Context: an optimization exercise on an open-source flow, tuned for small area, a short achievable clock period and few clock cycles. The choices shown serve that exercise and are no tape-out recipe. At most, simulation tests tie the RTL to the original design; equivalence was not proved. For runs 1 to 4, only the layout was checked, not whether the RTL still works. Power figures rest on the tool's default switching activity, not on a simulated workload.

### design.v
`timescale 1ns / 1ps
`default_nettype none
package wcsp_pkg;
    localparam int MAX_DEPTH_DEFAULT = 32;
    typedef struct packed {
        logic [7:0] in_byte;
        logic       restart;
    } in_beat_t;
    typedef struct packed {
        logic [7:0]  opcode_out;
        logic [3:0]  imm_kind;
        logic [63:0] immediate;
        logic [31:0] mem_offset;
        logic [5:0]  nest_depth;
        logic [2:0]  error_code;
        logic        expr_end;
    } out_beat_t;
    typedef enum logic [3:0] {
        MODE_OPCODE   = 4'd0,
        MODE_INDEX    = 4'd1,
        MODE_CI_IDX   = 4'd2,
        MODE_CI_RES   = 4'd3,
        MODE_MEM_RES  = 4'd4,
        MODE_ALIGN    = 4'd5,
        MODE_OFFSET   = 4'd6,
        MODE_I32      = 4'd7,
        MODE_I64      = 4'd8,
        MODE_F32      = 4'd9,
        MODE_F64      = 4'd10,
        MODE_BTYPE    = 4'd11,
        MODE_TCOUNT   = 4'd12,
        MODE_TLABEL   = 4'd13,
        MODE_TDEFAULT = 4'd14
    } mode_t;
    typedef enum logic [1:0] {
        LEB_MORE = 2'd0,
        LEB_DONE = 2'd1,
        LEB_BAD  = 2'd2
    } leb_status_t;
    localparam logic [3:0] KIND_NONE     = 4'd0;
    localparam logic [3:0] KIND_INDEX    = 4'd1;
    localparam logic [3:0] KIND_MEMARG   = 4'd2;
    localparam logic [3:0] KIND_I32      = 4'd3;
    localparam logic [3:0] KIND_I64      = 4'd4;
    localparam logic [3:0] KIND_F32      = 4'd5;
    localparam logic [3:0] KIND_F64      = 4'd6;
    localparam logic [3:0] KIND_BTYPE    = 4'd7;
    localparam logic [3:0] KIND_TLABEL   = 4'd8;
    localparam logic [3:0] KIND_TDEFAULT = 4'd9;
    localparam logic [2:0] ERR_OK        = 3'd0;
    localparam logic [2:0] ERR_OPCODE    = 3'd1;
    localparam logic [2:0] ERR_VALTYPE   = 3'd2;
    localparam logic [2:0] ERR_LEB       = 3'd3;
    localparam logic [2:0] ERR_RESERVED  = 3'd4;
    localparam logic [2:0] ERR_DEPTH     = 3'd5;
    localparam logic [1:0] LVL_IF   = 2'd2;
    localparam logic [1:0] LVL_ELSE = 2'd3;
    localparam logic [7:0] OP_ELSE = 8'h05;
    localparam logic [7:0] OP_END  = 8'h0B;
    localparam logic [7:0] BT_EMPTY = 8'h40;
    localparam logic [7:0] BT_F64   = 8'h7C;
    localparam logic [7:0] BT_I32   = 8'h7F;
    function automatic logic op_plain(input logic [7:0] b);
        op_plain = (b == 8'h00) || (b == 8'h01) || (b == 8'h0F) || (b == 8'h1A) ||
               (b == 8'h1B) || (b >= 8'h45 && b <= 8'hBF) || (b == wcsp_pkg::OP_END);
    endfunction
    function automatic mode_t op_mode(input logic [7:0] b);
        mode_t m;
        m = wcsp_pkg::MODE_OPCODE;
        if (b >= 8'h02 && b <= 8'h04) m = wcsp_pkg::MODE_BTYPE;
        else if (b == 8'h0C || b == 8'h0D || b == 8'h10 || (b >= 8'h20 && b <= 8'h24))
            m = wcsp_pkg::MODE_INDEX;
        else if (b == 8'h0E) m = wcsp_pkg::MODE_TCOUNT;
        else if (b == 8'h11) m = wcsp_pkg::MODE_CI_IDX;
        else if (b >= 8'h28 && b <= 8'h3E) m = wcsp_pkg::MODE_ALIGN;
        else if (b == 8'h3F || b == 8'h40) m = wcsp_pkg::MODE_MEM_RES;
        else if (b == 8'h41) m = wcsp_pkg::MODE_I32;
        else if (b == 8'h42) m = wcsp_pkg::MODE_I64;
        else if (b == 8'h43) m = wcsp_pkg::MODE_F32;
        else if (b == 8'h44) m = wcsp_pkg::MODE_F64;
        op_mode = m;
    endfunction
endpackage
`default_nettype wire
`timescale 1ns / 1ps
`default_nettype none
module wcsp_level_stack #(
    parameter int MAX_DEPTH = wcsp_pkg::MAX_DEPTH_DEFAULT
) (
    input  wire logic aclk,
    input  wire logic push,
    input  wire logic pop,
    input  wire logic clr_top,
    input  wire logic push_if,
    output logic      top_if
);
    logic [MAX_DEPTH-1:0] lvl;
    always_ff @(posedge aclk) begin
        if (push) begin
            lvl <= {lvl[MAX_DEPTH-2:0], push_if};
        end else if (pop) begin
            lvl <= {1'b0, lvl[MAX_DEPTH-1:1]};
        end else if (clr_top) begin
            lvl[0] <= 1'b0;
        end
    end
    assign top_if = lvl[0];
endmodule
`default_nettype wire
`timescale 1ns / 1ps
`default_nettype none
module wasm_code_stream_parser #(
    parameter int MAX_DEPTH = wcsp_pkg::MAX_DEPTH_DEFAULT
) (
    input  wire logic                aclk,
    input  wire logic                aresetn,
    input  wire logic                s_valid,
    output logic                     s_ready,
    input  wire logic [8:0]          s_data,
    output logic                     m_valid,
    input  wire logic                m_ready,
    output logic      [117:0]        m_data
);
    localparam int DW = $clog2(MAX_DEPTH + 1);
    localparam int O_OPC    = 0;
    localparam int O_IDX    = 1;
    localparam int O_CIIDX  = 2;
    localparam int O_CIRES  = 3;
    localparam int O_MEMRES = 4;
    localparam int O_ALIGN  = 5;
    localparam int O_OFF    = 6;
    localparam int O_I32    = 7;
    localparam int O_I64    = 8;
    localparam int O_F32    = 9;
    localparam int O_F64    = 10;
    localparam int O_BT     = 11;
    localparam int O_TCNT   = 12;
    localparam int O_TLAB   = 13;
    localparam int O_TDEF   = 14;
    localparam int NM       = 15;
    logic       bv_reg, sv_reg;
    logic [8:0] bd_reg, sd_reg;
    logic       adv;
    logic       in_acc;
    assign s_ready = !sv_reg;
    assign in_acc  = s_valid && !sv_reg;
    always_ff @(posedge aclk) begin
        if (!aresetn) begin
            bv_reg <= 1'b0;
            sv_reg <= 1'b0;
        end else begin
            if (!bv_reg || adv) begin
                bv_reg <= sv_reg || in_acc;
                sv_reg <= 1'b0;
            end else if (in_acc) begin
                sv_reg <= 1'b1;
            end
        end
    end
    always_ff @(posedge aclk) begin
        if (!bv_reg || adv) begin
            bd_reg <= sv_reg ? sd_reg : s_data;
        end
        if (in_acc) begin
            sd_reg <= s_data;
        end
    end
    logic [NM-1:0]   mode_reg, cm, nm;
    logic [63:0]     acc_reg, acc_next;
    logic [31:0]     aux_reg, aux_next;
    logic [3:0]      cnt_reg, cnt_next;
    logic [7:0]      op_reg;
    logic [DW-1:0]   depth_reg, depth_next;
    logic            err_reg;
    logic            m_valid_reg;
    logic [3:0]      kind_reg, kind_next;
    logic [2:0]      ecode_reg, ecode_next;
    logic            fin_reg, fin_next;
    logic            immen_reg, kmem_reg;
    logic [7:0]      b;
    logic            rs;
    logic [DW-1:0]   cur_depth;
    logic            upd;
    logic            emit;
    assign b   = bd_reg[8:1];
    assign rs  = bd_reg[0];
    assign adv = bv_reg && (!m_valid_reg || m_ready);
    assign upd = adv && (rs || !err_reg);
    assign cm        = rs ? NM'(1) : mode_reg;
    assign cur_depth = rs ? '0 : depth_reg;
    logic c_opc, c_leb, c_l64, c_sgn, c_raw, c_res, c_f, f_last;
    assign c_opc  = cm[O_OPC];
    assign c_l64  = cm[O_I64];
    assign c_sgn  = cm[O_I32] | cm[O_I64];
    assign c_raw  = cm[O_F32] | cm[O_F64] | cm[O_BT];
    assign c_res  = cm[O_CIRES] | cm[O_MEMRES];
    assign c_f    = cm[O_F32] | cm[O_F64];
    assign c_leb  = cm[O_IDX] | cm[O_CIIDX] | cm[O_ALIGN] | cm[O_OFF] | cm[O_I32] |
                    cm[O_I64] | cm[O_TCNT] | cm[O_TLAB] | cm[O_TDEF];
    assign f_last = (cm[O_F32] & (cnt_reg[1:0] == 2'd3)) | (cm[O_F64] & (cnt_reg[2:0] == 3'd7));
    logic nb_bt, nb_idx, nb_tcnt, nb_ciidx, nb_align, nb_memres, nb_i32, nb_i64, nb_f32, nb_f64;
    logic nb_any, is_end, is_else;
    always_comb begin
        nb_bt     = (b >= 8'h02 && b <= 8'h04);
        nb_idx    = (b == 8'h0C || b == 8'h0D || b == 8'h10 || (b >= 8'h20 && b <= 8'h24));
        nb_tcnt   = (b == 8'h0E);
        nb_ciidx  = (b == 8'h11);
        nb_align  = (b >= 8'h28 && b <= 8'h3E);
        nb_memres = (b == 8'h3F || b == 8'h40);
        nb_i32    = (b == 8'h41);
        nb_i64    = (b == 8'h42);
        nb_f32    = (b == 8'h43);
        nb_f64    = (b == 8'h44);
        nb_any    = nb_bt | nb_idx | nb_tcnt | nb_ciidx | nb_align | nb_memres |
                    nb_i32 | nb_i64 | nb_f32 | nb_f64;
        is_end    = (b == wcsp_pkg::OP_END);
        is_else   = (b == wcsp_pkg::OP_ELSE);
    end
    logic op_bad;
    assign op_bad = !wcsp_pkg::op_plain(b) && !nb_any && !is_else;
    logic btype_ok;
    assign btype_ok = (b == wcsp_pkg::BT_EMPTY) || (b >= wcsp_pkg::BT_F64 && b <= wcsp_pkg::BT_I32);
    logic leb_last, pad_bad, leb_bad, fill;
    always_comb begin
        leb_last = c_l64 ? (cnt_reg == 4'd9) : (cnt_reg == 4'd4);
        if (c_l64)
            pad_bad = (b[6:0] != 7'h00) && (b[6:0] != 7'h7F);
        else if (c_sgn)
            pad_bad = (b[6:3] != 4'h0) && (b[6:3] != 4'hF);
        else
            pad_bad = (b[6:4] != 3'd0);
        leb_bad = c_leb && leb_last && (b[7] || pad_bad);
        fill    = c_sgn && b[6];
    end
    always_comb begin
        for (int i = 0; i < 64; i++) begin
            acc_next[i] = acc_reg[i];
            if (c_leb) begin
                if (i >= 32 && !c_l64)           acc_next[i] = 1'b0;
                else if (cnt_reg == 4'(i / 7))   acc_next[i] = b[i % 7];
                else if (cnt_reg < 4'(i / 7))    acc_next[i] = fill;
            end else if (c_raw) begin
                if (cnt_reg == 4'(i / 8))        acc_next[i] = b[i % 8];
                else if (cnt_reg < 4'(i / 8))    acc_next[i] = 1'b0;
            end
        end
    end
    logic leb_nz;
    assign leb_nz = (b[6:0] != 7'd0) || ((cnt_reg != 4'd0) && (acc_reg[31:0] != 32'd0));
    logic aux_one;
    assign aux_one = (aux_reg == 32'd1);
    logic push, pop, clr_top, top_if;
    logic dep_nz;
    assign dep_nz = (cur_depth != '0);
    always_comb begin
        logic b7, lend;
        b7   = b[7];
        lend = c_leb & !b7;
        nm[O_OPC]    = (c_opc & !nb_any) | cm[O_BT] | c_res | (c_f & f_last) |
                       (lend & (cm[O_IDX] | cm[O_OFF] | cm[O_I32] | cm[O_I64] | cm[O_TDEF]));
        nm[O_IDX]    = (c_opc & nb_idx)    | (cm[O_IDX] & b7);
        nm[O_CIIDX]  = (c_opc & nb_ciidx)  | (cm[O_CIIDX] & b7);
        nm[O_CIRES]  = cm[O_CIIDX] & !b7;
        nm[O_MEMRES] = c_opc & nb_memres;
        nm[O_ALIGN]  = (c_opc & nb_align)  | (cm[O_ALIGN] & b7);
        nm[O_OFF]    = (cm[O_ALIGN] & !b7) | (cm[O_OFF] & b7);
        nm[O_I32]    = (c_opc & nb_i32)    | (cm[O_I32] & b7);
        nm[O_I64]    = (c_opc & nb_i64)    | (cm[O_I64] & b7);
        nm[O_F32]    = (c_opc & nb_f32)    | (cm[O_F32] & !f_last);
        nm[O_F64]    = (c_opc & nb_f64)    | (cm[O_F64] & !f_last);
        nm[O_BT]     = c_opc & nb_bt;
        nm[O_TCNT]   = (c_opc & nb_tcnt)   | (cm[O_TCNT] & b7);
        nm[O_TLAB]   = (cm[O_TCNT] & !b7 & leb_nz) | (cm[O_TLAB] & b7) |
                       (cm[O_TLAB] & !b7 & !aux_one);
        nm[O_TDEF]   = (cm[O_TCNT] & !b7 & !leb_nz) | (cm[O_TLAB] & !b7 & aux_one) |
                       (cm[O_TDEF] & b7);
        cnt_next = (c_opc | lend) ? 4'd0 : cnt_reg + 4'd1;
        if (cm[O_ALIGN] | cm[O_TCNT])
            aux_next = acc_next[31:0];
        else if (cm[O_TLAB] & !b7)
            aux_next = aux_reg - 32'd1;
        else
            aux_next = aux_reg;
        push    = cm[O_BT] & btype_ok & !cur_depth[DW-1];
        pop     = c_opc & is_end & dep_nz;
        clr_top = c_opc & is_else & dep_nz & top_if;
        if (push)      depth_next = cur_depth + 1'b1;
        else if (pop)  depth_next = cur_depth - 1'b1;
        else           depth_next = cur_depth;
        emit = (c_opc & !nb_any) | cm[O_BT] | c_res | (c_f & f_last) | leb_bad |
               (lend & (cm[O_IDX] | cm[O_OFF] | cm[O_TLAB] | cm[O_TDEF] | cm[O_I32] | cm[O_I64]));
        ecode_next = wcsp_pkg::ERR_OK;
        if ((c_opc & is_else & !(dep_nz & top_if)) | (c_opc & op_bad))
            ecode_next = wcsp_pkg::ERR_OPCODE;
        if (cm[O_BT] & !btype_ok)
            ecode_next = wcsp_pkg::ERR_VALTYPE;
        if (cm[O_BT] & btype_ok & cur_depth[DW-1])
            ecode_next = wcsp_pkg::ERR_DEPTH;
        if (c_res & (b != 8'd0))
            ecode_next = wcsp_pkg::ERR_RESERVED;
        if (leb_bad)
            ecode_next = wcsp_pkg::ERR_LEB;
        kind_next = wcsp_pkg::KIND_NONE;
        if (push)                          kind_next = wcsp_pkg::KIND_BTYPE;
        if (cm[O_CIRES] & (b == 8'd0))     kind_next = wcsp_pkg::KIND_INDEX;
        if (cm[O_F32])                     kind_next = wcsp_pkg::KIND_F32;
        if (cm[O_F64])                     kind_next = wcsp_pkg::KIND_F64;
        if (!leb_bad) begin
            if (cm[O_IDX])  kind_next = wcsp_pkg::KIND_INDEX;
            if (cm[O_OFF])  kind_next = wcsp_pkg::KIND_MEMARG;
            if (cm[O_TLAB]) kind_next = wcsp_pkg::KIND_TLABEL;
            if (cm[O_TDEF]) kind_next = wcsp_pkg::KIND_TDEFAULT;
            if (cm[O_I32])  kind_next = wcsp_pkg::KIND_I32;
            if (cm[O_I64])  kind_next = wcsp_pkg::KIND_I64;
        end
        fin_next = c_opc & is_end & !dep_nz;
    end
    wcsp_level_stack #(
        .MAX_DEPTH (MAX_DEPTH)
    ) u_stack (
        .aclk    (aclk),
        .push    (push && upd),
        .pop     (pop && upd),
        .clr_top (clr_top && upd),
        .push_if (op_reg == 8'h04),
        .top_if  (top_if)
    );
    always_ff @(posedge aclk) begin
        if (!aresetn) begin
            mode_reg    <= NM'(1);
            depth_reg   <= '0;
            err_reg     <= 1'b0;
            m_valid_reg <= 1'b0;
        end else begin
            if (upd) begin
                mode_reg  <= nm;
                depth_reg <= depth_next;
                err_reg   <= (ecode_next != wcsp_pkg::ERR_OK);
            end
            if (upd && emit) begin
                m_valid_reg <= 1'b1;
            end else if (m_ready) begin
                m_valid_reg <= 1'b0;
            end
        end
    end
    always_ff @(posedge aclk) begin
        if (upd) begin
            acc_reg <= acc_next;
            aux_reg <= aux_next;
            cnt_reg <= cnt_next;
            if (c_opc) op_reg <= b;
        end
        if (upd && emit) begin
            kind_reg  <= kind_next;
            ecode_reg <= ecode_next;
            fin_reg   <= fin_next;
            immen_reg <= (kind_next != wcsp_pkg::KIND_NONE);
            kmem_reg  <= (kind_next == wcsp_pkg::KIND_MEMARG);
        end
    end
    logic [63:0] imm;
    logic [31:0] moff;
    assign imm[63:32] = immen_reg ? acc_reg[63:32] : 32'd0;
    assign imm[31:0]  = kmem_reg ? aux_reg : (immen_reg ? acc_reg[31:0] : 32'd0);
    assign moff       = kmem_reg ? acc_reg[31:0] : 32'd0;
    assign m_valid = m_valid_reg;
    assign m_data  = {op_reg, kind_reg, imm, moff, 6'(depth_reg), ecode_reg, fin_reg};
endmodule
`default_nettype wire
### run.sh
#!/bin/bash
# synth_recipe.tcl (not shown) runs the flow's synth.tcl, then flattens the netlist and writes it again
# the make line also repeats each setting of config.mk as NAME=value (left out here)
make -C /OpenROAD-flow-scripts/flow DESIGN_CONFIG=/design/flow/config.mk WORK_HOME=/design/flow/orfs CLKGATE_MAP_FILE= SYNTH_SCRIPT=/design/flow/synth_recipe.tcl finish
### config.mk
export PLATFORM = sky130hd
export DESIGN_NAME = wasm_code_stream_parser
export DESIGN_NICKNAME = wasm_code_stream_parser
export VERILOG_FILES = /design/flow/design.v
export SDC_FILE = /design/flow/constraint.sdc
export NUM_CORES = 4
export LEC_CHECK = 0
export ABC_CLOCK_PERIOD_IN_PS = 2500
export CAP_MARGIN = 20
export CORE_MARGIN = 2
export CORE_UTILIZATION = 40
export SETUP_SLACK_MARGIN = 5
export SLEW_MARGIN = 20
### constraint.sdc
create_clock -name core_clock -period 8.5 [get_ports {aclk}]
set_input_delay 1.7000 -clock core_clock [delete_from_list [all_inputs] [get_ports {aclk}]]
set_output_delay 1.7000 -clock core_clock [all_outputs]
set_load 0.01 [all_outputs]
==> results.cfg, run 1 <==
[status]
status = no timing/DRC/antenna violations

[final_layout]
drive_gt1_frac = 0.128
layout.nets = 1282
synthToLayoutAreaGrowth_pct = 21.0
largest_register_ff_count = 64
final_util = 0.491
antenna_cells = 0

[clocking]
cts_root_buffer = clkbuf_16
clockBufferDepth = 2
cts_buffers = 17
clk_latency_ps = 440
cts_tree = done
h-tree-depth = 4
cts.sinks = 193
hold_buffers = 0
clk_pin_slew_ps = 70

[die]
start_util = 0.405
die_w_um = 172
row_count = 61
fp.coreArea_um2 = 27800
num_io_pins = 133
dieArea_um2 = 29500
die_y_um = 172

[min_path]
holdPathStages = 2
hp-class = reg2reg

[route]
wl_per_cell_um = 18.8
num_vias = 9219
drc = 0
viasPerCell = 5.59
antenna_left = 0
firstDrtPassIters = 6
routed_wirelength_um = 31000
drt_first_iter_violations = 938

[power]
swShare = 0.256
seqPwrFrac = 0.525
internal-power_uw = 1500
p_clk_frac = 0.380
ir_drop_v = 0.000127
comb_power_share = 0.095
leakage_uw = 0.00506
p_switching_uw = 517
cellPowerDensity_nw_per_um2 = 148

[critical_path]
arrival_ps = 1820
crit_fanout = 24
end_kind = primary output
critPathBufInv = 2
slowest_stage = clkdlybuf4s50_1
crit_type = reg2out
critPathTopFamily = buffers and inverters
worstRegToRegCells = 6
required_ps = 6800
worst-path-stages = 3
slowest_delay_ps = 560
cp-start-kind = flip-flop
crit_path_cell_trace = buf_12, and2_1, clkdlybuf4s50_1

[grt]
grt_pass1_vias = 8621
grt_antenna_before_repair = 0
track_usage = 0.210
grt_max_degree = 53
grt_first_pass_wirelength_um = 47900
gr-total-overflow = 0

[yosys]
ys_seq_area_frac = 0.492
synth_edf_count = 168
ys_seq_elements = 193
synth_ff_type = edfxtp_1
syn_area_per_cell_um2 = 9.68
yosys.area.top_type = edfxtp_1
syn-num-nets = 1187
synth_cells = 1163
yosysUniqueCellTypes = 79
async_flop_share = 0
synthTopCellsByCount = edfxtp_1, nand2_1, a21oi_1, nor2_1, o21ai_0
yosysWarnings = 2
synth_top_area_frac = 0.448
yosysMostFrequentCell = edfxtp_1
synthTopCellsByArea = edfxtp_1, mux2_2, nand2_1, dfxtp_1, a21oi_1
netlist_area_um2 = 11300

[placed_design]
io_buffers = 132
place_congestion = 0.807
place_hpwl_um = 20300

[timing]
fin_crit_sh = 0.414
fin_tns_setup_ps = 0
report.final.slew_viol_count = 0
setup_violations = 0
tightest_slew_ps = 1060
fin_worst_skew_ps = 10.1
final.min_clock_period_ps = 3520
slew_headroom = 0.295
hold_violations = 0
rsz0062_at_grt = true
maxClockFrequency_ghz = 0.284

[job]
cap_violations = 0
## final cells by class
type                            count  area (µm²)
Fill cell                        2674       14200
Timing Repair Buffer              164        1670
Sequential cell                   193        5550
Multi-Input combinational cell    862        5320
Tap cell                          378         473
Inverter                           20        75.1
Clock buffer                       17         425
Clock inverter                     14         126
## metrics by stage
step	cell area, µm²	setup WS (ps)	std cells	total power [µW]	hold slack (ps)
after floorplan	11300	5110	1163	1180	421
after global placement	12800	4320	1602	1270	472
after detailed placement	12800	4250	1603	1270	487
after CTS	13500	4870	1640	2030	497
after global routing	13600	4930	1648	2090	532
final	13600	4980	1648	2020	504
## path summary, 6_finish.rpt
check / startpoint / to / slack [ps]
worst max-delay path: kmem_reg / m_data[24] / 4980
worst min-delay path: mode_reg[0] / mode_reg[0] / 500
worst max register to register: cnt_reg[3] / kmem_reg / 5250
worst min register to register: mode_reg[0] / mode_reg[0] / 500
## worst register-to-register path, cell delays in order, from the launching register on
cell	delay (ps)
edfxtp_1	550
nor2b_1	280
nand3_1	440
or3_4	530
a32oi_2	540
nor3_1	260
nor2_4	320
## per-layer routing
metal	vias to the layer above	GRT usage	part of all wire
met1	4394	0.284	0.45
met4	0	0.0661	0.018
met3	39	0.0430	0.070
li1	4423	-	-
met2	363	0.338	0.47
met5	-	0	0
## logic make-up (layout without fill, tap and decap cells)
| logic type | count (synthesis) | after routing | synth area share |
|---|---|---|---|
| buffers and inverters | 108 | 215 | 0.0399 |
| multiplexers | 69 | 69 | 0.0687 |
| flip-flops | 193 | 193 | 0.492 |
| AO/OA/AOI/OAI | 274 | 274 | 0.150 |
| adder cells (fa/ha/maj) | 11 | 11 | 0.0122 |
| XOR/XNOR | 29 | 29 | 0.0226 |
| AND/OR/NAND/NOR | 479 | 479 | 0.215 |
## repair_timing
item | CTS | global route
endpoints found under the setup margin | 125 | 98
endpoints found under the hold margin | 0 | 0
buffers inserted | 3 | 5
gates cloned | 3 | 1
gates resized for setup | 91 | 52
## cell usage in the layout, fill, tap and decap left out, types with 5 or more instances in the layout
master           count
dfxtp_1             25
clkbuf_2             5
or4_1                5
a21o_1               5
nand4_1              7
nand3_1             24
a31oi_1              9
nor2_1              87
inv_1               18
and2_1              70
and3_1              12
nand2b_1            13
buf_4               21
ha_1                10
dlygate4sd2_1       55
mux2_2              66
or3_1                8
xor2_1              14
clkdlybuf4s50_1     38
nor4_1              16
nand2_1            161
o21ai_1              6
o21ai_0             86
a32o_1               7
nor2b_1              8
clkdlybuf4s15_1     16
a221o_1             15
nand3b_1             6
xnor2_1             15
nor3_1              30
edfxtp_1           168
a22oi_1              8
dlymetal6s2s_1      18
a21oi_1             92
clkbuf_16           18
## power by group through the flow
stage / registers, µW / clock network, µW / logic [µW]
after floorplan: 1080 / 0 / 105
after global placement: 1080 / 0 / 186
after detailed placement: 1080 / 0 / 187
after CTS: 1060 / 784 / 188
after global routing: 1060 / 820 / 209
final: 1060 / 767 / 193
==> run 2, diff against run 1 <==
==> flow/run.sh (new file) <==
#!/bin/bash
set -euo pipefail
MARGIN=5.8
sed -e "s/SETUP_SLACK_MARGIN=[0-9.]*/SETUP_SLACK_MARGIN=$MARGIN/" standard.sh > standard_margin.sh
grep -q "SETUP_SLACK_MARGIN=$MARGIN" standard_margin.sh
bash standard_margin.sh > standard.log 2>&1
==> standard.sh (new file) <==
#!/bin/bash
# synth_recipe.tcl (not shown) runs the flow's synth.tcl, then flattens the netlist and writes it again
# the make line also repeats each setting of config.mk as NAME=value (left out here)
make -C /OpenROAD-flow-scripts/flow DESIGN_CONFIG=/design/flow/config.mk WORK_HOME=/design/flow/orfs CLKGATE_MAP_FILE= SYNTH_SCRIPT=/design/flow/synth_recipe.tcl "${@:-finish}"
removed: run.sh
==> run 2 against run 1 <==
Compared with the run above: clock power up 9.5%; critical path depth is 1 higher; total power rose by 6.6%; sequential power about the same; wire length increased by 13%; non-clock buffer count up 60; critical endpoint is now m_data[48]; via count is 7.2% higher; final area rose by 8.2%; flip-flop and latch count unchanged; largest cell class is now multi-input gates; register-to-register slack better by 620 ps; area after synthesis did not move; critical path type unchanged; core utilization up 4.0 points.
==> results.cfg, run 2 <==
[status]
status = no timing/DRC/antenna violations

[grt]
grt_first_pass_wirelength_um = 51300
grt_max_degree = 47
grt_pass1_vias = 9068
gr-total-overflow = 0
track_usage = 0.224
grt_antenna_before_repair = 0

[clocking]
cts_tree = done
clk_pin_slew_ps = 70
clk_latency_ps = 450
h-tree-depth = 4
cts_buffers = 17
clockBufferDepth = 2
cts.sinks = 193
cts_root_buffer = clkbuf_16
hold_buffers = 0

[critical_path]
slowest_stage = edfxtp_1
arrival_ps = 1570
end_kind = primary output
required_ps = 6800
crit_fanout = 7
slowest_delay_ps = 470
crit_type = reg2out
crit_path_cell_trace = buf_12, clkbuf_16, o21ai_2, buf_2
cp-start-kind = flip-flop

[route]
firstDrtPassIters = 5
drc = 0
wl_per_cell_um = 20.5
antenna_left = 0
num_vias = 9880
viasPerCell = 5.76
routed_wirelength_um = 35100
drt_first_iter_violations = 932

[yosys]
syn_area_per_cell_um2 = 9.68
syn-num-nets = 1187
async_flop_share = 0
synthTopCellsByArea = edfxtp_1, mux2_2, nand2_1, dfxtp_1, a21oi_1
synthTopCellsByCount = edfxtp_1, nand2_1, a21oi_1, nor2_1, o21ai_0
yosysWarnings = 2
netlist_area_um2 = 11300
synth_edf_count = 168
yosys.area.top_type = edfxtp_1
ys_seq_area_frac = 0.492
synth_ff_type = edfxtp_1
synth_top_area_frac = 0.448
yosysUniqueCellTypes = 79
synth_cells = 1163
yosysMostFrequentCell = edfxtp_1
ys_seq_elements = 193

[final_layout]
final_common_cell = edfxtp_1
synthToLayoutAreaGrowth_pct = 31.0
n_fill_cell = 2529
final_cell_mix = edfxtp_1, nand2_1, buf_2, a21oi_1, nor2_1
layout.nets = 1347
largest_register_ff_count = 64
design_area_um2 = 14700
drive_gt1_frac = 0.338
final_util = 0.531
antenna_cells = 0

[placed_design]
place_congestion = 0.861
io_buffers = 132
place_area_um2 = 12900
place_hpwl_um = 21100

[timing]
slew_headroom = 0.444
fin_crit_sh = 0.384
final.min_clock_period_ps = 3270
rsz0062_at_grt = true
maxClockFrequency_ghz = 0.306
hold_violations = 0
fin_tns_setup_ps = 0
tightest_slew_ps = 828
fin_worst_skew_ps = 9.37
report.final.slew_viol_count = 0
setup_violations = 0

[die]
start_util = 0.405
row_count = 61
die_w_um = 172
num_io_pins = 133
fp.coreArea_um2 = 27800
dieArea_um2 = 29500
die_y_um = 172

[power]
cellPowerDensity_nw_per_um2 = 146
ir_drop_v = 0.000121
leakage_uw = 0.00547
total_power_uw = 2160

[job]
cap_violations = 0

[min_path]
hp-class = reg2reg
-- run 2: cell counts after synthesis --
No cell type changed its count.
-- run 2: cells by family after synthesis --
group | synth area share
AND/OR/NAND/NOR | 0.215
multiplexers | 0.0687
AO/OA/AOI/OAI | 0.150
flip-flops | 0.492
adder cells (fa/ha/maj) | 0.0122
XOR/XNOR | 0.0226
buffers and inverters | 0.0399
-- run 2: area by class of cell --
class                   instances  area [µm²]  area share
clock inverters                14         170      0.0115
repair buffers                224        2120       0.144
flip-flops and latches        193        5580       0.378
repair inverters                3        25.0     0.00170
well taps                     378         473      0.0321
clock buffers                  18         429      0.0291
inverters                      20         121     0.00823
multi-input cells             864        5840       0.396
-- run 2: routing by layer --
| layer | wire length (µm) | GRT usage | share of wire | up-vias |
|---|---|---|---|---|
| li1 | - | - | - | 4584 |
| met1 | 14600 | 0.304 | 0.41 | 4709 |
| met2 | 16600 | 0.369 | 0.47 | 505 |
| met3 | 3010 | 0.0384 | 0.086 | 82 |
| met4 | 1020 | 0.0639 | 0.029 | 0 |
| met5 | 0 | 0 | 0 | - |
-- run 2: worst paths after layout --
check,cells past startpoint,slack (ps),start,end
min reg2reg,2,510,mode_reg[2],mode_reg[3]
min,2,510,mode_reg[2],mode_reg[3]
max,4,5230,kmem_reg,m_data[48]
max reg2reg,9,5870,cnt_reg[2],aux_reg[14]
-- run 2: critical path, delay by kind of cell, from the launching register on --
family                 cells  cell delay (ps)
AOI/OAI and AO/OA          1              130
DFF                        1              470
buffers and inverters      3              510
-- run 2: metrics by stage --
| step | instances | hold WS [ps] | worst slack (ps) |
|---|---|---|---|
| after floorplan | 1163 | 421 | 5460 |
| after global placement | 1602 | 473 | 4250 |
| after detailed placement | 1603 | 486 | 4190 |
| after CTS | 1685 | 500 | 5220 |
| after global routing | 1714 | 551 | 5210 |
| final | 1714 | 505 | 5230 |
-- run 2: power by group --
group	total [µW]	switching (µW)	internal (µW)
clock	840	395	445
sequential	1060	18.5	1040
combinational	255	145	111
total	2160	558	1600
-- run 2: what timing repair did --
item                                    in CTS  in global routing
setup buffers                               37                 18
cloned                                      13                 11
resized for setup                          582                148
pin swaps                                   10                 16
endpoints found under the hold margin        0                  0
endpoints found under the setup margin     340                277
==> run 3, diff against run 2 <==
--- a/design.v
+++ b/design.v
@@ -89,7 +89,7 @@
 ) (
     input  wire logic aclk,
-    input  wire logic push,
-    input  wire logic pop,
-    input  wire logic clr_top,
+    input  wire logic en,
+    input  wire logic up,
+    input  wire logic down,
     input  wire logic push_if,
     output logic      top_if
@@ -97,10 +97,12 @@
     logic [MAX_DEPTH-1:0] lvl;
     always_ff @(posedge aclk) begin
-        if (push) begin
-            lvl <= {lvl[MAX_DEPTH-2:0], push_if};
-        end else if (pop) begin
-            lvl <= {1'b0, lvl[MAX_DEPTH-1:1]};
-        end else if (clr_top) begin
-            lvl[0] <= 1'b0;
+        if (en) begin
+            if (up) begin
+                lvl <= {lvl[MAX_DEPTH-2:0], push_if};
+            end else if (down) begin
+                lvl <= {1'b0, lvl[MAX_DEPTH-1:1]};
+            end else begin
+                lvl[0] <= 1'b0;
+            end
         end
     end
@@ -169,4 +171,5 @@
     logic [63:0]     acc_reg, acc_next;
     logic [31:0]     aux_reg, aux_next;
+    logic [31:0]     mo_reg, mo_next;
     logic [3:0]      cnt_reg, cnt_next;
     logic [7:0]      op_reg;
@@ -177,5 +180,4 @@
     logic [2:0]      ecode_reg, ecode_next;
     logic            fin_reg, fin_next;
-    logic            immen_reg, kmem_reg;
     logic [7:0]      b;
     logic            rs;
@@ -233,14 +235,27 @@
         fill    = c_sgn && b[6];
     end
+    logic acc_clr, mo_clr;
     always_comb begin
+        acc_clr = c_opc | leb_bad | (c_res & (b != 8'd0)) |
+                  (cm[O_BT] & !(btype_ok & !cur_depth[DW-1]));
+        mo_clr  = c_opc | leb_bad;
         for (int i = 0; i < 64; i++) begin
             acc_next[i] = acc_reg[i];
-            if (c_leb) begin
-                if (i >= 32 && !c_l64)           acc_next[i] = 1'b0;
-                else if (cnt_reg == 4'(i / 7))   acc_next[i] = b[i % 7];
-                else if (cnt_reg < 4'(i / 7))    acc_next[i] = fill;
+            if (acc_clr)                             acc_next[i] = 1'b0;
+            else if (c_leb & !cm[O_OFF]) begin
+                if (i >= 32 && !c_l64)               acc_next[i] = 1'b0;
+                else if (cnt_reg == 4'(i / 7))       acc_next[i] = b[i % 7];
+                else if (cnt_reg < 4'(i / 7))        acc_next[i] = fill;
             end else if (c_raw) begin
-                if (cnt_reg == 4'(i / 8))        acc_next[i] = b[i % 8];
-                else if (cnt_reg < 4'(i / 8))    acc_next[i] = 1'b0;
+                if (cnt_reg == 4'(i / 8))            acc_next[i] = b[i % 8];
+                else if (cnt_reg < 4'(i / 8))        acc_next[i] = 1'b0;
+            end
+        end
+        for (int i = 0; i < 32; i++) begin
+            mo_next[i] = mo_reg[i];
+            if (mo_clr)                              mo_next[i] = 1'b0;
+            else if (cm[O_OFF]) begin
+                if (cnt_reg == 4'(i / 7))            mo_next[i] = b[i % 7];
+                else if (cnt_reg < 4'(i / 7))        mo_next[i] = 1'b0;
             end
         end
@@ -276,5 +291,5 @@
                        (cm[O_TDEF] & b7);
         cnt_next = (c_opc | lend) ? 4'd0 : cnt_reg + 4'd1;
-        if (cm[O_ALIGN] | cm[O_TCNT])
+        if (cm[O_TCNT])
             aux_next = acc_next[31:0];
         else if (cm[O_TLAB] & !b7)
@@ -320,7 +335,7 @@
     ) u_stack (
         .aclk    (aclk),
-        .push    (push && upd),
-        .pop     (pop && upd),
-        .clr_top (clr_top && upd),
+        .en      ((push | pop | clr_top) && upd),
+        .up      (cm[O_BT]),
+        .down    (is_end),
         .push_if (op_reg == 8'h04),
         .top_if  (top_if)
@@ -349,4 +364,5 @@
             acc_reg <= acc_next;
             aux_reg <= aux_next;
+            mo_reg  <= mo_next;
             cnt_reg <= cnt_next;
             if (c_opc) op_reg <= b;
@@ -356,15 +372,8 @@
             ecode_reg <= ecode_next;
             fin_reg   <= fin_next;
-            immen_reg <= (kind_next != wcsp_pkg::KIND_NONE);
-            kmem_reg  <= (kind_next == wcsp_pkg::KIND_MEMARG);
         end
     end
-    logic [63:0] imm;
-    logic [31:0] moff;
-    assign imm[63:32] = immen_reg ? acc_reg[63:32] : 32'd0;
-    assign imm[31:0]  = kmem_reg ? aux_reg : (immen_reg ? acc_reg[31:0] : 32'd0);
-    assign moff       = kmem_reg ? acc_reg[31:0] : 32'd0;
     assign m_valid = m_valid_reg;
-    assign m_data  = {op_reg, kind_reg, imm, moff, 6'(depth_reg), ecode_reg, fin_reg};
+    assign m_data  = {op_reg, kind_reg, acc_reg, mo_reg, 6'(depth_reg), ecode_reg, fin_reg};
 endmodule
 `default_nettype wire
==> run 3 against run 2 <==
Compared with the run above: critical path depth shrank 3; wire length grew 20%; total power grew 29%; register-to-register slack lost 70 ps; synthesized cell count grew 8.3%; die area grew 11%; core utilization shrank 0.55 points; clock skew grew 5.7 ps; sequential share of layout area grew 2.4 points; sequential power grew 16%; clock-buffer cell count grew 12.
==> results.cfg, run 3 <==
[status]
status = no timing/DRC/antenna violations

[final_layout]
n_fill_cell = 2740
design_area_um2 = 16100
synthToLayoutAreaGrowth_pct = 29.0
instances_no_fill = 1857
final_common_cell = edfxtp_1
multiInputGateArea_um2 = 6060
antenna_cells = 0
final_cell_mix = edfxtp_1, nand2_1, buf_2, buf_4, nor2_1
layout.nets = 1465
drive_gt1_frac = 0.288
register_area_um2 = 6480
largest_register_ff_count = 64

[route]
viasPerCell = 6.12
routed_wirelength_um = 42200
antenna_left = 0
drc = 0
num_vias = 11400
drt_first_iter_violations = 1475
firstDrtPassIters = 6
wl_per_cell_um = 22.7

[grt]
track_usage = 0.247
grt_pass1_vias = 10600
grt_antenna_before_repair = 0
grt_first_pass_wirelength_um = 63700
grt_max_degree = 43
gr-total-overflow = 0

[die]
num_io_pins = 133
die_w_um = 181
die_y_um = 181
row_count = 64
start_util = 0.407
dieArea_um2 = 32700
fp.coreArea_um2 = 30700

[placed_design]
place_hpwl_um = 24200
place_inst = 1699
io_buffers = 132
place_congestion = 0.879
place_area_um2 = 14100

[yosys]
synth_top_area_frac = 0.476
yosys.area.top_type = edfxtp_1
synth_ff_type = edfxtp_1
yosysMostFrequentCell = edfxtp_1
synthTopCellsByArea = edfxtp_1, nand2_1, dfxtp_1, a21oi_1, clkbuf_1
ys_seq_area_frac = 0.516
syn-num-nets = 1283
yosysWarnings = 2
syn_area_per_cell_um2 = 9.92
async_flop_share = 0
synthTopCellsByCount = edfxtp_1, nand2_1, clkbuf_1, nor2_1, a21oi_1
synth_cells = 1259
synth_edf_count = 198
ys_seq_elements = 223
yosysUniqueCellTypes = 81
netlist_area_um2 = 12500

[power]
cellPowerDensity_nw_per_um2 = 172
ir_drop_v = 0.000152
leakage_uw = 0.00579

[clocking]
clk_pin_slew_ps = 70
h-tree-depth = 1
cts_buffers = 26
hold_buffers = 0
cts.sinks = 223
cts_tree = done
cts_root_buffer = clkbuf_16
clk_latency_ps = 540
clockBufferDepth = 3

[critical_path]
regToRegSetupSlack_ps = 5800
slowest_stage = edfxtp_1
critPathTopFamily = flip-flops
critPathBufInv = 1
worstRegToRegCells = 9
rr_endpoint = acc_reg[39]
crit_path_cell_trace = buf_2
crit_type = reg2out
end_kind = primary output
slowest_delay_ps = 470
r2r_start = cnt_reg[1]
required_ps = 6800
crit_fanout = 2
arrival_ps = 1200
cp-start-kind = flip-flop

[min_path]
min_to = mode_reg[3]
holdPathStages = 2
hp-class = reg2reg
hold_start = mode_reg[3]

[timing]
fin_tns_setup_ps = 0
final.min_clock_period_ps = 2900
fin_worst_skew_ps = 15.0
setup_violations = 0
hold_slack_ps = 495
tightest_slew_ps = 916
rsz0062_at_grt = true
hold_violations = 0
maxClockFrequency_ghz = 0.345
fin_crit_sh = 0.341
slew_headroom = 0.387
report.final.slew_viol_count = 0

[job]
cap_violations = 0
[run 3: changes by cell type after synthesis, moves of 19 or more]
cell / previous run / this run
clkbuf_1: 61 / 81
a221oi_1: 1 / 24
o21ai_0: 89 / 58
nand3_1: 24 / 43
a21oi_1: 93 / 62
edfxtp_1: 168 / 198
nand2_1: 161 / 180
mux2_2: 66 / 21
and2_1: 70 / 12
[run 3: kinds of logic (layout without fill, tap and decap cells)]
kind of cell | after synthesis | after routing | synth area share
simple gates | 517 | 521 | 0.206
compound gates | 311 | 313 | 0.174
flops | 223 | 223 | 0.516
buf+inv | 136 | 332 | 0.0453
mux | 33 | 33 | 0.0286
xor+xnor | 28 | 28 | 0.0196
fa+ha+maj | 11 | 11 | 0.0110
[run 3: power breakdown]
part	leakage [µW]	switching [µW]	internal [µW]	total (µW)
Combinational	0.00324	173	97.6	271
Clock	0.000471	470	801	1270
Sequential	0.00208	16.6	1220	1230
Total	0.00579	660	2120	2780
[run 3: worst min-delay path, delay by kind of cell, from the launching register on]
kind	cells	cell delay, ps
flops	1	330
compound gates	1	60
simple gates	1	50
[run 3: how the worst max path moves through the flow]
stage,depth (start not counted),from,to
2_1_floorplan,6,m_ready,aux_reg[0]
3_3_place_gp,9,m_ready,mode_reg[7]
3_5_place_dp,9,m_ready,mode_reg[7]
4_1_cts,1,acc_reg[28],m_data[70]
5_1_grt,1,acc_reg[15],m_data[57]
6_report,1,acc_reg[15],m_data[57]
[run 3: per-stage QoR]
step	utilization	total power (µW)	setup slack (ps)
2_1_floorplan	-	1390	5200
4_1_cts	0.509	2770	5580
3_3_place_gp	0.459	1490	3940
6_report	0.525	2780	5600
3_5_place_dp	0.459	1490	3910
5_1_grt	0.525	2850	5580
[run 3: timing repair]
item,4_1_cts,5_1_grt
buffers inserted,74,23
gates cloned,9,3
resized for setup,579,56
setup endpoints to repair,468,283
pin swaps,12,12
[run 3: area by class of cell]
type	count	area share
clock buffers	30	0.0432
clock inverters	18	0.0173
inverters	27	0.00668
multi-input cells	906	0.376
flip-flops and latches	223	0.402
well taps	396	0.0307
repair buffers	257	0.124
[run 3: layer usage]
metal  part of all wire  GRT usage  vias up
met2               0.46      0.392      628
li1                   -          -     5157
met5                  0          0        -
met1               0.42      0.340     5472
met4              0.031     0.0900        0
met3              0.095     0.0409       99
==> run 4, diff against run 3 <==
==> run.sh (new file) <==
#!/bin/bash
# synth_recipe.tcl (not shown) runs the flow's synth.tcl, then flattens the netlist and writes it again
# the make line also repeats each setting of config.mk as NAME=value (left out here)
make -C /OpenROAD-flow-scripts/flow DESIGN_CONFIG=/design/flow/config.mk WORK_HOME=/design/flow/orfs CLKGATE_MAP_FILE= SYNTH_SCRIPT=/design/flow/synth_recipe.tcl finish
removed: flow/run.sh
removed: standard.sh
==> run 4 against run 3 <==
Compared with the run above: total power is 6.1% lower; critical path type unchanged; critical endpoint is now m_data[73]; core utilization is 2.9 points lower; synthesized cell count stayed put; highest routed layer unchanged.
==> results.cfg, run 4 <==
[clocking]
clk_pin_slew_ps = 60
cts_root_buffer = clkbuf_16
cts.sinks = 223
hold_buffers = 0
cts_buffers = 26
cts_tree = done
clk_latency_ps = 540
clockBufferDepth = 3
h-tree-depth = 1

[yosys]
syn_area_per_cell_um2 = 9.92
ys_seq_area_frac = 0.516
yosysMostFrequentCell = edfxtp_1
netlist_area_um2 = 12500
async_flop_share = 0
synth_edf_count = 198
yosys.area.top_type = edfxtp_1
synth_ff_type = edfxtp_1
synth_cells = 1259
yosysUniqueCellTypes = 81
synth_top_area_frac = 0.476
yosysWarnings = 2
syn-num-nets = 1283
synthTopCellsByCount = edfxtp_1, nand2_1, clkbuf_1, nor2_1, a21oi_1
ys_seq_elements = 223
synthTopCellsByArea = edfxtp_1, nand2_1, dfxtp_1, a21oi_1, clkbuf_1

[timing]
fin_tns_setup_ps = 0
fin_crit_sh = 0.408
rsz0062_at_grt = true
final.min_clock_period_ps = 3470
setup_violations = 0
slew_headroom = 0.286
report.final.slew_viol_count = 0
finalWorstSetupSlack_ps = 5030
maxClockFrequency_ghz = 0.288
fin_worst_skew_ps = 13.8
tightest_slew_ps = 1060
hold_violations = 0

[placed_design]
io_buffers = 132
place_ws_ps = 3880
place_hpwl_um = 24800
place_congestion = 0.874

[grt]
gr-total-overflow = 0
grt_antenna_before_repair = 0
track_usage = 0.225
grt_first_pass_wirelength_um = 59000
grt_pass1_vias = 10100
grt_max_degree = 57

[final_layout]
register_area_um2 = 6450
multiInputGateArea_um2 = 5630
n_fill_cell = 2841
drive_gt1_frac = 0.111
antenna_cells = 0
layout.nets = 1371
final_common_cell = edfxtp_1
largest_register_ff_count = 64
synthToLayoutAreaGrowth_pct = 21.8
final_cell_mix = edfxtp_1, nand2_1, clkdlybuf4s50_1, nor2_1, o21ai_0

[die]
fp.coreArea_um2 = 30700
dieArea_um2 = 32700
num_io_pins = 133
die_w_um = 181
die_y_um = 181
start_util = 0.407
row_count = 64

[critical_path]
critPathBufInv = 1
critPathTopFamily = buffers and inverters
slowest_stage = clkdlybuf4s50_1
end_kind = primary output
arrival_ps = 1770
slowest_delay_ps = 620
crit_type = reg2out
required_ps = 6800
cp-start-kind = flip-flop
crit_fanout = 4
crit_path_cell_trace = clkdlybuf4s50_1

[route]
num_vias = 10700
viasPerCell = 6.07
antenna_left = 0
drc = 0
drt_first_iter_violations = 1018
wl_per_cell_um = 21.4
firstDrtPassIters = 5
routed_wirelength_um = 37700

[status]
status = no timing/DRC/antenna violations

[power]
leakage_uw = 0.00507
ir_drop_v = 0.000160
total_power_uw = 2610
cellPowerDensity_nw_per_um2 = 171

[job]
cap_violations = 0

[min_path]
hp-class = reg2reg
## run 4: cell families (layout without fill, tap and decap cells)
group                      count (synthesis)  in the layout  synth area share
AOI/OAI and AO/OA                        311            312             0.174
xor gates and xnor gates                  28             28            0.0196
adders and majority gates                 11             11            0.0110
buffers and inverters                    136            242            0.0453
DFF                                      223            223             0.516
muxes                                     33             33            0.0286
and+or+nand+nor                          517            517             0.206
## run 4: repair_timing
| action | 4_1_cts | 5_1_grt |
|---|---|---|
| pin swaps | 1 | 1 |
| cloned | 2 | 0 |
| endpoints found under the setup margin | 242 | 165 |
| setup buffers | 6 | 6 |
| gates resized for setup | 21 | 11 |
## run 4: worst paths after layout
| kind | start | to | slack, ps | depth (start not counted) |
|---|---|---|---|---|
| worst min register to register | mode_reg[3] | mode_reg[3] | 520 | 2 |
| worst min-delay path | mode_reg[3] | mode_reg[3] | 520 | 2 |
| worst max register to register | bd_reg[6] | aux_reg[14] | 5120 | 7 |
| worst max-delay path | acc_reg[31] | m_data[73] | 5030 | 1 |
## run 4: per-stage QoR
| step | cell area (µm²) | std cells | util | hold slack, ps |
|---|---|---|---|---|
| floorplan | 12500 | 1259 | - | 424 |
| global placement | 14000 | 1700 | 0.458 | 501 |
| detailed placement | 14000 | 1700 | 0.458 | 503 |
| CTS | 15100 | 1755 | 0.492 | 513 |
| global route | 15200 | 1762 | 0.496 | 533 |
| finish | 15200 | 1762 | 0.496 | 520 |
## run 4: power breakdown
group,internal [µW],switching [µW]
combinational,90.5,144
clock,670,458
sequential,1220,25.1
## run 4: area by class of cell
type / instances / share of cell area
Clock buffer: 31 / 0.0454
Inverter: 27 / 0.00699
Timing Repair Buffer: 168 / 0.110
Tap cell: 396 / 0.0326
Sequential cell: 223 / 0.424
Multi-Input combinational cell: 901 / 0.370
Clock inverter: 16 / 0.0109
## run 4: per-layer routing
metal  wire length, µm  GRT usage  vias to the layer above
li1                  -          -                     4947
met2             17200      0.356                      482
met1             16500      0.322                     5184
met4              1040     0.0668                        0
met3              2970     0.0314                       83
met5                 0          0                        -
==> run 5, diff against run 4 <==
--- a/design.v
+++ b/design.v
@@ -170,5 +170,4 @@
     logic [NM-1:0]   mode_reg, cm, nm;
     logic [63:0]     acc_reg, acc_next;
-    logic [31:0]     aux_reg, aux_next;
     logic [31:0]     mo_reg, mo_next;
     logic [3:0]      cnt_reg, cnt_next;
@@ -180,4 +179,5 @@
     logic [2:0]      ecode_reg, ecode_next;
     logic            fin_reg, fin_next;
+    logic            kmem_reg;
     logic [7:0]      b;
     logic            rs;
@@ -235,13 +235,12 @@
         fill    = c_sgn && b[6];
     end
-    logic acc_clr, mo_clr;
+    logic acc_clr;
     always_comb begin
         acc_clr = c_opc | leb_bad | (c_res & (b != 8'd0)) |
                   (cm[O_BT] & !(btype_ok & !cur_depth[DW-1]));
-        mo_clr  = c_opc | leb_bad;
         for (int i = 0; i < 64; i++) begin
             acc_next[i] = acc_reg[i];
             if (acc_clr)                             acc_next[i] = 1'b0;
-            else if (c_leb & !cm[O_OFF]) begin
+            else if (c_leb & !cm[O_OFF] & !cm[O_TCNT]) begin
                 if (i >= 32 && !c_l64)               acc_next[i] = 1'b0;
                 else if (cnt_reg == 4'(i / 7))       acc_next[i] = b[i % 7];
@@ -252,17 +251,20 @@
             end
         end
-        for (int i = 0; i < 32; i++) begin
-            mo_next[i] = mo_reg[i];
-            if (mo_clr)                              mo_next[i] = 1'b0;
-            else if (cm[O_OFF]) begin
-                if (cnt_reg == 4'(i / 7))            mo_next[i] = b[i % 7];
-                else if (cnt_reg < 4'(i / 7))        mo_next[i] = 1'b0;
+        if (cm[O_TLAB]) begin
+            mo_next = (!b[7]) ? mo_reg - 32'd1 : mo_reg;
+        end else begin
+            for (int i = 0; i < 32; i++) begin
+                mo_next[i] = mo_reg[i];
+                if (cm[O_OFF] | cm[O_TCNT]) begin
+                    if (cnt_reg == 4'(i / 7))        mo_next[i] = b[i % 7];
+                    else if (cnt_reg < 4'(i / 7))    mo_next[i] = 1'b0;
+                end
             end
         end
     end
     logic leb_nz;
-    assign leb_nz = (b[6:0] != 7'd0) || ((cnt_reg != 4'd0) && (acc_reg[31:0] != 32'd0));
+    assign leb_nz = (b[6:0] != 7'd0) || ((cnt_reg != 4'd0) && (mo_reg != 32'd0));
     logic aux_one;
-    assign aux_one = (aux_reg == 32'd1);
+    assign aux_one = (mo_reg == 32'd1);
     logic push, pop, clr_top, top_if;
     logic dep_nz;
@@ -291,10 +293,4 @@
                        (cm[O_TDEF] & b7);
         cnt_next = (c_opc | lend) ? 4'd0 : cnt_reg + 4'd1;
-        if (cm[O_TCNT])
-            aux_next = acc_next[31:0];
-        else if (cm[O_TLAB] & !b7)
-            aux_next = aux_reg - 32'd1;
-        else
-            aux_next = aux_reg;
         push    = cm[O_BT] & btype_ok & !cur_depth[DW-1];
         pop     = c_opc & is_end & dep_nz;
@@ -363,5 +359,4 @@
         if (upd) begin
             acc_reg <= acc_next;
-            aux_reg <= aux_next;
             mo_reg  <= mo_next;
             cnt_reg <= cnt_next;
@@ -372,8 +367,9 @@
             ecode_reg <= ecode_next;
             fin_reg   <= fin_next;
+            kmem_reg  <= (kind_next == wcsp_pkg::KIND_MEMARG);
         end
     end
     assign m_valid = m_valid_reg;
-    assign m_data  = {op_reg, kind_reg, acc_reg, mo_reg, 6'(depth_reg), ecode_reg, fin_reg};
+    assign m_data  = {op_reg, kind_reg, acc_reg, mo_reg & {32{kmem_reg}}, 6'(depth_reg), ecode_reg, fin_reg};
 endmodule
 `default_nettype wire
==> run 5 against run 4 <==
Compared with the run above: wire length shrank 19%; critical path type unchanged; area after synthesis down 14%; fmax is 1.0% higher; flip-flop and latch count down 31; total power down 19%; sequential share of layout area is 0.36 points lower; clock skew down 3.2 ps; non-clock buffer count shrank 6; still clean; synthesized cell count down 11%; largest cell class unchanged; register-to-register slack improved by 40 ps.
==> results.cfg, run 5 <==
[clocking]
cts_root_buffer = clkbuf_16
clk_pin_slew_ps = 70
h-tree-depth = 4
clockBufferDepth = 2
cts.sinks = 192
clk_latency_ps = 440
cts_buffers = 17
cts_tree = done

[route]
wl_per_cell_um = 19.6
drt_first_iter_violations = 761
firstDrtPassIters = 5
routed_wirelength_um = 30500
drc = 0
num_vias = 9045
antenna_left = 0
viasPerCell = 5.82

[power]
leakage_uw = 0.00440
cellPowerDensity_nw_per_um2 = 161
p_switching_uw = 504
swShare = 0.238
ir_drop_v = 0.000113
internal-power_uw = 1610
p_clk_frac = 0.407
seqPwrFrac = 0.499
comb_power_share = 0.094

[timing]
hold_violations = 0
tightest_slew_ps = 777
maxClockFrequency_ghz = 0.291
fin_worst_skew_ps = 10.5
finalWorstSetupSlack_ps = 5060
slew_headroom = 0.477
rsz0062_at_grt = true
report.final.slew_viol_count = 0
setup_violations = 0
final.min_clock_period_ps = 3440
fin_tns_setup_ps = 0
fin_crit_sh = 0.404

[die]
die_w_um = 168
die_y_um = 168
dieArea_um2 = 28200
fp.coreArea_um2 = 26200
start_util = 0.410
num_io_pins = 133
row_count = 59

[yosys]
synthTopCellsByCount = nand2_1, edfxtp_1, nor2_1, clkbuf_1, a21oi_1
ys_seq_elements = 192
synth_ff_type = edfxtp_1
ys_seq_area_frac = 0.514
netlist_area_um2 = 10700
async_flop_share = 0
synth_edf_count = 167
synthTopCellsByArea = edfxtp_1, nand2_1, dfxtp_1, a21oi_1, nor2_1
syn-num-nets = 1145
yosysWarnings = 2
yosysMostFrequentCell = nand2_1
synth_cells = 1122
synth_top_area_frac = 0.467
yosysUniqueCellTypes = 76
syn_area_per_cell_um2 = 9.57
yosys.area.top_type = edfxtp_1

[grt]
grt_first_pass_wirelength_um = 47500
track_usage = 0.214
grt_max_degree = 66
gr-total-overflow = 0
grt_antenna_before_repair = 0
grt_pass1_vias = 8311

[critical_path]
crit_fanout = 16
cp-start-kind = flip-flop
end_kind = primary output
r2r_start = bd_reg[4]
crit_type = reg2out
worstRegToRegCells = 7
required_ps = 6800
rr_endpoint = acc_reg[47]
arrival_ps = 1740
regToRegSetupSlack_ps = 5160

[final_layout]
final_cell_mix = nand2_1, edfxtp_1, clkdlybuf4s50_1, nor2_1, a21oi_1
n_fill_cell = 2340
synthToLayoutAreaGrowth_pct = 22.2
drive_gt1_frac = 0.0984
design_area_um2 = 13100
register_area_um2 = 5520
multiInputGateArea_um2 = 4910
final_common_cell = nand2_1
layout.nets = 1232
antenna_cells = 0
largest_register_ff_count = 64

[placed_design]
place_area_um2 = 12300
io_buffers = 132
place_hpwl_um = 19800
place_ws_ps = 3800
place_congestion = 0.831

[min_path]
hp-class = reg2reg
hold_start = mode_reg[10]
min_to = mode_reg[10]
holdPathStages = 2

[status]
status = no timing/DRC/antenna violations

[job]
cap_violations = 0
[run 5: changes by cell type in the layout (fill, tap and decap cells not counted), moves of 14 or more]
| cell | delta |
|---|---|
| and2_1 | +31 |
| o31ai_1 | -14 |
| xnor2_1 | +15 |
| nor3_1 | -19 |
| nand2_1 | +24 |
| a221oi_1 | -24 |
| o22ai_1 | +20 |
| a31oi_1 | -14 |
| edfxtp_1 | -31 |
[run 5: worst max-delay path by stage]
stage | endpoint | slack [ps] | start
6_report | m_data[34] | 5060 | kmem_reg
2_1_floorplan | u_stack.lvl[10] | 4880 | m_ready
5_1_grt | acc_reg[20] | 4980 | cnt_reg[0]
4_1_cts | mo_reg[11] | 4990 | m_ready
3_5_place_dp | u_stack.lvl[23] | 3800 | m_ready
3_3_place_gp | u_stack.lvl[22] | 3820 | m_ready
[run 5: area by class of cell]
| class | count | share of cell area |
|---|---|---|
| Sequential cell | 192 | 0.420 |
| Tap cell | 335 | 0.0319 |
| Inverter | 18 | 0.00543 |
| Multi-Input combinational cell | 818 | 0.374 |
| Clock buffer | 18 | 0.0327 |
| Timing Repair Buffer | 162 | 0.122 |
| Clock inverter | 12 | 0.0137 |
[run 5: critical path, cell delays in order (launching register included)]
cell             delay [ps]
edfxtp_1                440
buf_8                   190
and2_1                  140
clkdlybuf4s50_1         530
[run 5: what timing repair did]
action | 4_1_cts | 5_1_grt
hold buffers | 0 | 0
gates resized for setup | 10 | 11
buffers inserted | 9 | 1
gates cloned | 1 | 0
pin swaps | 1 | 0
endpoints found under the setup margin | 178 | 95
[run 5: logic make-up after synthesis]
| kind of cell | share of synthesized area |
|---|---|
| AND/OR/NAND/NOR | 0.245 |
| AO/OA/AOI/OAI | 0.147 |
| flip-flops | 0.514 |
| buffers and inverters | 0.0439 |
| XOR/XNOR | 0.0269 |
| multiplexers | 0.0114 |
| adder cells (fa/ha/maj) | 0.0116 |
[run 5: power groups by stage]
stage	combinational [µW]	clock, µW	sequential [µW]
final	199	862	1060
after global routing	212	906	1060
after CTS	194	874	1060
after detailed placement	187	0	1080
after global placement	186	0	1080
after floorplan	99.0	0	1080
[run 5: stage by stage]
| stage | utilization | total power (µW) | hold WS [ps] | std cells |
|---|---|---|---|---|
| final | 0.501 | 2120 | 523 | 1555 |
| after global routing | 0.501 | 2180 | 565 | 1555 |
| after CTS | 0.498 | 2130 | 528 | 1554 |
| after detailed placement | 0.469 | 1270 | 509 | 1514 |
| after global placement | 0.469 | 1270 | 501 | 1514 |
| after floorplan | - | 1180 | 421 | 1122 |
[run 5: layer usage]
layer / global-route usage / vias to the layer above / share of wire
met5: 0 / - / 0
met2: 0.342 / 369 / 0.47
li1: - / 4266 / -
met4: 0.0567 / 0 / 0.016
met1: 0.300 / 4366 / 0.45
met3: 0.0407 / 44 / 0.069
Testbench counts of run 5, summed over its fixed seeds: cycles 33,140.
==> run 6, diff against run 5 <==
==> flow/run.sh (new file) <==
#!/bin/bash
set -euo pipefail
MARGIN=5.8
sed -e "s/SETUP_SLACK_MARGIN=[0-9.]*/SETUP_SLACK_MARGIN=$MARGIN/" standard.sh > standard_margin.sh
grep -q "SETUP_SLACK_MARGIN=$MARGIN" standard_margin.sh
bash standard_margin.sh > standard.log 2>&1
==> standard.sh (new file) <==
#!/bin/bash
# synth_recipe.tcl (not shown) runs the flow's synth.tcl, then flattens the netlist and writes it again
# the make line also repeats each setting of config.mk as NAME=value (left out here)
make -C /OpenROAD-flow-scripts/flow DESIGN_CONFIG=/design/flow/config.mk WORK_HOME=/design/flow/orfs CLKGATE_MAP_FILE= SYNTH_SCRIPT=/design/flow/synth_recipe.tcl "${@:-finish}"
removed: run.sh
==> run 6 against run 5 <==
Compared with the run above: die area did not move; sequential share of layout area fell by 2.4 points; global-route usage rose by 1.2 points; clock power fell by 11%; critical path type unchanged; critical endpoint is now m_data[37]; highest routed layer unchanged.
==> results.cfg, run 6 <==
[critical_path]
cp-start-kind = flip-flop
end_kind = primary output
required_ps = 6800
crit_type = reg2out
crit_fanout = 16
arrival_ps = 1450

[yosys]
yosys.area.top_type = edfxtp_1
synth_xor_area_frac = 0.0269
synth_ff_type = edfxtp_1
netlist_area_um2 = 10700
synthTopCellsByCount = nand2_1, edfxtp_1, nor2_1, clkbuf_1, a21oi_1
syn-num-nets = 1145
synth_top_family_by_area = simple AND/OR/NAND/NOR gates
async_flop_share = 0
synth_compound_area_frac = 0.147
synth_cells = 1122
synth_top_area_frac = 0.467
ys_seq_elements = 192
synthMuxAreaShare = 0.0114
ys_seq_area_frac = 0.514
synthTopCellsByArea = edfxtp_1, nand2_1, dfxtp_1, a21oi_1, nor2_1
synthAdderAreaFrac = 0.0116
yosysMostFrequentCell = nand2_1
syn_area_per_cell_um2 = 9.57
yosysUniqueCellTypes = 76
synth_edf_count = 167
yosysWarnings = 2
yosys.area_share.simple = 0.245

[grt]
grt_use_met3 = 0.0371
gr-total-overflow = 0
track_usage = 0.226
grt_max_degree = 66
grt_antenna_before_repair = 0
use_met2 = 0.380
grt-busiest-layer = met2
grt_pass1_vias = 8899
grt_first_pass_wirelength_um = 50100
gr-usage-met1 = 0.305

[power]
total_power_uw = 2060
cellPowerDensity_nw_per_um2 = 148
ir_drop_v = 0.000110
leakage_uw = 0.00506

[clocking]
cts.sinks = 192
clockBufferDepth = 2
clk_latency_ps = 440
cts_buffers = 17
cts_tree = done
h-tree-depth = 4
hold_buffers = 0
cts_root_buffer = clkbuf_16
clk_pin_slew_ps = 80

[placed_design]
io_buffers = 132
place_hpwl_um = 19800
place_area_um2 = 12400
place_congestion = 0.836

[timing]
fin_crit_sh = 0.370
final.min_clock_period_ps = 3150
hold_violations = 0
fin_worst_skew_ps = 12.4
fin_tns_setup_ps = 0
setup_violations = 0
tightest_slew_ps = 771
maxClockFrequency_ghz = 0.318
slew_headroom = 0.483
rsz0062_at_grt = true
report.final.slew_viol_count = 0

[final_layout]
final_util = 0.534
final_cell_mix = nand2_1, edfxtp_1, buf_2, buf_4, nor2_1
drive_gt1_frac = 0.297
synthToLayoutAreaGrowth_pct = 30.3
layout.nets = 1316
largest_register_ff_count = 64
final_common_cell = nand2_1
design_area_um2 = 14000
antenna_cells = 0

[route]
wl_per_cell_um = 20.6
routed_wirelength_um = 33700
drt_first_iter_violations = 990
antenna_left = 0
viasPerCell = 5.86
num_vias = 9612
firstDrtPassIters = 6
drc = 0

[job]
cap_violations = 0

[die]
dieArea_um2 = 28200
die_y_um = 168
num_io_pins = 133
row_count = 59
die_w_um = 168
start_util = 0.410
fp.coreArea_um2 = 26200

[min_path]
hp-class = reg2reg

[status]
status = no timing/DRC/antenna violations
==> run 6: cell counts after synthesis <==
No cell type changed its count.
==> run 6: routing by layer <==
metal  share of wire  vias to the layer above
met4           0.026                        0
met5               0                        -
met2            0.48                      420
met1            0.42                     4671
met3           0.071                       61
li1                -                     4460
==> run 6: kinds of logic after synthesis <==
group,after synthesis
muxes,11
AOI/OAI and AO/OA,244
adders and majority gates,10
DFF,192
xor gates and xnor gates,33
and+or+nand+nor,519
buffers and inverters,113
==> run 6: worst paths after layout <==
kind                    end         from  slack [ps]  cells after the start
max              m_data[37]     kmem_reg        5350                      4
min             mode_reg[3]  mode_reg[3]         520                      2
max reg2reg  u_stack.lvl[4]    bd_reg[6]        5680                      9
min reg2reg     mode_reg[3]  mode_reg[3]         520                      2
==> run 6: timing repair <==
action / 4_1_cts / 5_1_grt
setup endpoints to repair: 373 / 253
resized for setup: 577 / 79
pin swaps: 18 / 23
gates cloned: 6 / 6
setup buffers: 43 / 42
==> run 6: power by group <==
part	total (µW)	internal (µW)	switching, µW
registers	1060	1040	13.3
logic	240	96.5	143
clock network	770	382	388
total	2060	1520	544
==> run 6: worst max-delay path, stage by stage (launching register included) <==
cell      delay [ps]
edfxtp_1         420
buf_6            150
buf_12           140
and2_1           160
buf_2            140
==> run 6: cell type report <==
cell class	count	area [µm²]
sequential	192	5540
clock inverter	13	108
timing repair buffer	242	1990
multi-input combinational	822	5430
clock buffer	19	433
fill	2336	12200
inverter	18	71.3
tap	335	419
==> run 6: per-stage QoR <==
step | std cells | hold slack (ps) | setup slack, ps
2_1_floorplan | 1122 | 421 | 4880
3_3_place_gp | 1512 | 501 | 3760
3_5_place_dp | 1512 | 502 | 3710
4_1_cts | 1593 | 516 | 5340
5_1_grt | 1641 | 542 | 5310
6_report | 1641 | 520 | 5350

## re-timing with driven ports
The flow's constraints put no driver on any port. The routed layouts listed below were extracted and timed again, unchanged, in two steps.
Step 1 assumes that a clkbuf_16 drives the clock port and a buf_2 every other input.
Step 2 moves the port delays by t, midway between the first and last clock arrival at a register: inputs arrive t later, outputs are due t later. That takes back most of the time a late clock gives input paths.
Three values: no drivers, after step 1, after step 2; two values: the first two.
run | t (ns) | setup slack, ns | worst setup path after step 2 | clock arrival spread, ns | pins driven straight from the clock port
run 1 | 0.482 | 4.977 / 4.928 / 4.675 | input to register | 0.011 / 0.011 | 1
run 2 | 0.488 | 5.232 / 5.184 / 5.369 | input to register | 0.009 / 0.009 | 1
run 3 | 0.588 | 5.598 / 5.545 / 5.198 | input to register | 0.018 / 0.018 | 1
run 4 | 0.581 | 5.029 / 4.979 / 4.603 | input to register | 0.014 / 0.014 | 1
run 5 | 0.483 | 5.064 / 5.015 / 4.662 | input to register | 0.011 / 0.011 | 1
run 6 | 0.489 | 5.351 / 5.300 / 5.040 | input to register | 0.012 / 0.013 | 1
After both steps setup and hold are still met in every run listed. For run 4, which loses most, drivers alone change the setup slack by -0.050 ns; drivers and shift together by -0.426 ns.
